This is an optimization exercise on Yosys and OpenROAD, whose aim is small area, a short achievable clock period and few clock cycles per item, not a production implementation. The RTL was checked by simulation tests, not by an equivalence proof against the original design. Power is estimated from default activity; no workload was simulated.

==> run a: inputs <==
// matrix_pipeline_mac_top
module matrix_pipeline_mac_top
(
    input  wire logic              clk,
    input  wire logic              rst,
    input  wire logic              start,
    input  wire logic [DATA_W-1:0] a11,
    input  wire logic [DATA_W-1:0] a12,
    input  wire logic [DATA_W-1:0] a13,
    input  wire logic [DATA_W-1:0] a21,
    input  wire logic [DATA_W-1:0] a22,
    input  wire logic [DATA_W-1:0] a23,
    input  wire logic [DATA_W-1:0] a31,
    input  wire logic [DATA_W-1:0] a32,
    input  wire logic [DATA_W-1:0] a33,
    input  wire logic [DATA_W-1:0] b11,
    input  wire logic [DATA_W-1:0] b12,
    input  wire logic [DATA_W-1:0] b13,
    input  wire logic [DATA_W-1:0] b21,
    input  wire logic [DATA_W-1:0] b22,
    input  wire logic [DATA_W-1:0] b23,
    input  wire logic [DATA_W-1:0] b31,
    input  wire logic [DATA_W-1:0] b32,
    input  wire logic [DATA_W-1:0] b33,
    output wire logic [OUT_W-1:0]  c11,
    output wire logic [OUT_W-1:0]  c12,
    output wire logic [OUT_W-1:0]  c13,
    output wire logic [OUT_W-1:0]  c21,
    output wire logic [OUT_W-1:0]  c22,
    output wire logic [OUT_W-1:0]  c23,
    output wire logic [OUT_W-1:0]  c31,
    output wire logic [OUT_W-1:0]  c32,
    output wire logic [OUT_W-1:0]  c33,
    output wire logic              done
);
make LEC_CHECK=0 CAP_MARGIN=60 CORE_MARGIN=2 CORE_UTILIZATION=55 SETUP_SLACK_MARGIN=3.5 SLEW_MARGIN=60 SYNTH_HIERARCHICAL=1 finish   # period 8.0 ns
run.sh (not shown) runs the stock make flow with config.mk's settings and CLKGATE_MAP_FILE= SYNTH_SCRIPT=/design/flow/synth_recipe.tcl, a recipe that flattens the netlist after the stock synthesis.
==> run b: changes against run a <==
--- a/flow/design.v
+++ b/flow/design.v
@@ -395,15 +395,15 @@
     assign n187 = n128 ^ n155 ^ n154;
     wire [15:0] r0 = {n187, n185, n182, n180, n178, n176, n174, n172, n170, n168, n166, n164, n162, n160, n158, ~((s1_2[0] & a2[0]) | (s3_2[0] & t2[0]))};
     wire [15:0] r1 = {n186, n184, n183, n181, n179, n177, n175, n173, n171, n169, n167, n165, n163, n161, n159, n157};
     wire [4:0] q0 = {1'b0, ~r0[3:0]} + {1'b0, ~r1[3:0]};
     wire [4:0] q1 = {1'b0, ~r0[7:4]} + {1'b0, ~r1[7:4]};
     wire [4:0] q2 = {1'b0, ~r0[11:8]} + {1'b0, ~r1[11:8]};
     wire [3:0] q3 = ~r0[15:12] + ~r1[15:12];
-    assign y = {q3[3:0], q2[3:0], q1[3:0], q0[3:0]};
+    assign y = {q3, q2[3:0], q1[3:0], q0[3:0]};
     assign k = {q2[4], q1[4], q0[4]};
 endmodule
 module fa
 (
     input  wire logic a, b, c,
     output wire logic s, co
 );
@@ -528,15 +528,15 @@
                         r_k[i][j] <= w_k[i][j];
                     end
                 end
             end
         end
     end
     function automatic logic [OUT_W-1:0] join_seg(input logic [OUT_W-1:0] s, input logic [2:0] k);
-        join_seg = s + {3'b0, k[2], 3'b0, k[1], 3'b0, k[0], 4'b0};
+        join_seg = s + {3'b000, k[2], 3'b000, k[1], 3'b000, k[0], 4'b0000};
     endfunction
     assign c11 = join_seg(r_c[0][0], r_k[0][0]);
     assign c12 = join_seg(r_c[0][1], r_k[0][1]);
     assign c13 = join_seg(r_c[0][2], r_k[0][2]);
     assign c21 = join_seg(r_c[1][0], r_k[1][0]);
     assign c22 = join_seg(r_c[1][1], r_k[1][1]);
     assign c23 = join_seg(r_c[1][2], r_k[1][2]);
Settings changed: CORE_UTILIZATION 55 to 40, SETUP_SLACK_MARGIN 3.5 to default.
==> run c: changes against run a <==
--- a/flow/design.v
+++ b/flow/design.v
@@ -395,15 +395,15 @@
     assign n187 = n128 ^ n155 ^ n154;
     wire [15:0] r0 = {n187, n185, n182, n180, n178, n176, n174, n172, n170, n168, n166, n164, n162, n160, n158, ~((s1_2[0] & a2[0]) | (s3_2[0] & t2[0]))};
     wire [15:0] r1 = {n186, n184, n183, n181, n179, n177, n175, n173, n171, n169, n167, n165, n163, n161, n159, n157};
     wire [4:0] q0 = {1'b0, ~r0[3:0]} + {1'b0, ~r1[3:0]};
     wire [4:0] q1 = {1'b0, ~r0[7:4]} + {1'b0, ~r1[7:4]};
     wire [4:0] q2 = {1'b0, ~r0[11:8]} + {1'b0, ~r1[11:8]};
     wire [3:0] q3 = ~r0[15:12] + ~r1[15:12];
-    assign y = {q3[3:0], q2[3:0], q1[3:0], q0[3:0]};
+    assign y = {q3, q2[3:0], q1[3:0], q0[3:0]};
     assign k = {q2[4], q1[4], q0[4]};
 endmodule
 module fa
 (
     input  wire logic a, b, c,
     output wire logic s, co
 );
@@ -528,15 +528,15 @@
                         r_k[i][j] <= w_k[i][j];
                     end
                 end
             end
         end
     end
     function automatic logic [OUT_W-1:0] join_seg(input logic [OUT_W-1:0] s, input logic [2:0] k);
-        join_seg = s + {3'b0, k[2], 3'b0, k[1], 3'b0, k[0], 4'b0};
+        join_seg = s + {3'b000, k[2], 3'b000, k[1], 3'b000, k[0], 4'b0000};
     endfunction
     assign c11 = join_seg(r_c[0][0], r_k[0][0]);
     assign c12 = join_seg(r_c[0][1], r_k[0][1]);
     assign c13 = join_seg(r_c[0][2], r_k[0][2]);
     assign c21 = join_seg(r_c[1][0], r_k[1][0]);
     assign c22 = join_seg(r_c[1][1], r_k[1][1]);
     assign c23 = join_seg(r_c[1][2], r_k[1][2]);
Settings changed: SETUP_SLACK_MARGIN 3.5 to default.
==> impl_metrics.py <==
metrics = {
    "critical_path": {
        "reg2reg_to": "r_c[4][15]",
        "worstSetupEndpoint": "r_c[4][15]",
    },
    "finish": {
        "drive_gt1_share_pct": 12.3,
        "area_delta_synth_final_pct": 14.6,
        "instances_no_fill": 7082,
    },
    "floorplan": {
        "die-area_sq_mm": 0.133,
    },
    "drt": {
        "wl_mm": 206,
    },
    "power": {
        "p_sw_share_pct": 44.7,
    },
    "run_status": {
        "status": "finished clean",
    },
    "worst_hold_path": {
        "min_to": "r_c[0][3]",
    },
}
the above is filed under run b

==> impl_metrics.py <==
metrics = {
    "worst_hold_path": {
        "min_to": "r_c[8][2]",
    },
    "power": {
        "p_sw_share_pct": 44.8,
    },
    "drt": {
        "wl_mm": 192,
    },
    "finish": {
        "area_delta_synth_final_pct": 13.0,
        "drive_gt1_share_pct": 11.9,
        "instances_no_fill": 6577,
    },
    "critical_path": {
        "reg2reg_to": "r_c[5][15]",
        "worstSetupEndpoint": "r_c[5][15]",
    },
    "run_status": {
        "status": "finished clean",
    },
}
the above is filed under run c

==> impl_metrics.py <==
metrics = {
    "run_status": {
        "status": "finished clean",
    },
    "finish": {
        "n_all_buffers": 636,
        "drive_gt1_share_pct": 21.7,
        "instances_no_fill": 6784,
        "final_util_pct": 67.7,
        "area_delta_synth_final_pct": 21.6,
    },
    "synthesis": {
        "synthMuxAreaShare_pct": 3.69,
        "synth_warnings": 27,
    },
    "drt": {
        "drc": 0,
        "wl_mm": 214,
    },
    "critical_path": {
        "reg2reg_to": "r_c[2][13]",
        "worstSetupEndpoint": "r_c[2][13]",
    },
    "worst_hold_path": {
        "min_to": "r_c[3][2]",
    },
    "power": {
        "p_sw_share_pct": 44.5,
    },
}
the above is filed under run a

Testbench counts of run a, summed over its fixed seeds: cycles 16,000, items 8,000.
Testbench counts of run b, summed over its fixed seeds: cycles 16,000, items 8,000.
Testbench counts of run c, summed over its fixed seeds: cycles 16,000, items 8,000.

==> v11 <==
matrix_pipeline_mac_top, a different RTL version from the one above (not shown whole).
clock: 8.0 ns
lec_check: 0
cap_margin: 60
core_margin: 2
core_utilization: 55
setup_slack_margin: 3.8
slew_margin: 60
synth_hierarchical: 1
==> v35 (differences from v11) <==
SETUP_SLACK_MARGIN = 3.4   (was 3.8)
==> v4 (differences from v11) <==
SETUP_SLACK_MARGIN = unset   (was 3.8)
==> qor summary <==
quantity	v35	v4	v11
Relative area of non-clock buffer cells in the final design	7.27%	7.22%	8.15%
WL/cell	31.6 um	31.9 um	31.5 um
Largest net degree at the start of global routing	71	108	68
Via count of the routed design	45624	45884	46015
Net switching power	10.6 mW	10.6 mW	10.9 mW
First-iteration detailed-routing DRC count	5123	5691	5401
Max-slew headroom	58.1%	56.7%	55.9%
Endpoint with the worst hold slack	r_c[5][0]	r_c[1][0]	r_c[0][0]
Hold path startpoint	r_c[5][0]	r_c[1][0]	r_c[0][0]
Layout cell share with drive strength beyond 1	14.1%	13.9%	16.6%
Slew at the pin closest to its max-slew limit	0.628 ns	0.650 ns	0.661 ns
Run status	no timing/DRC/antenna violations	no timing/DRC/antenna violations	no timing/DRC/antenna violations
Share of the core filled with cells in the final layout	61.3%	61.1%	62.4%
Sequential group share of total power	18.6%	18.9%	18.1%
Drt first pass iters	9	8	9
Post-layout min period	4.54 ns	4.60 ns	4.17 ns
Met3 routed wirelength	27.1 mm	27.7 mm	27.8 mm
Sum of routed wire length over all layers	206 mm	208 mm	207 mm
Placement Cell Area	0.0569 mm2	0.0568 mm2	0.0569 mm2
DRT met1 WL	71.8 mm	72.5 mm	71.2 mm
Launching point of the worst reg2reg path	r_s2[4][0]	r_s3[1][1]	r_s3[4][0]
Testbench counts of v11, summed over its fixed seeds: cycles 16,000, items 8,000.
Testbench counts of v35, summed over its fixed seeds: cycles 16,000, items 8,000.
Testbench counts of v4, summed over its fixed seeds: cycles 16,000, items 8,000.

-- static timing again, ports no longer ideal --
The flow's constraints put no driver on any port. The routed layouts listed below were extracted and timed again, unchanged, in two steps.
Step 1 sets driving cells, clkbuf_16 on the clock port and buf_2 on the other inputs (assumed; they add their load-dependent delay and slew).
Step 2, shift: input delay + t, output delay - t, t = (earliest + latest rising clock arrival at the registers) / 2. This alone moves slack from input paths to output paths.
Slacks: ideal / step 1 / step 2; pairs: ideal / step 1.
run	shift t [ns]	slack for setup (ns)	hold WS [ns]	worst data-port slew with drivers (ns)
run a	0.736	3.494 / 3.494 / 3.494	0.503 / 0.503 / 0.503	0.10
run b	0.742	2.917 / 2.917 / 2.917	0.503 / 0.503 / 0.503	0.07
run c	0.716	2.972 / 2.972 / 2.972	0.501 / 0.501 / 0.501	0.17
v11	0.753	3.831 / 3.755 / 3.846	0.504 / 0.504 / 0.504	0.13
v35	0.742	3.463 / 3.388 / 3.494	0.506 / 0.506 / 0.506	0.12
v4	0.744	3.403 / 3.333 / 3.420	0.504 / 0.504 / 0.504	0.11
After both steps setup and hold are still met in every run listed.
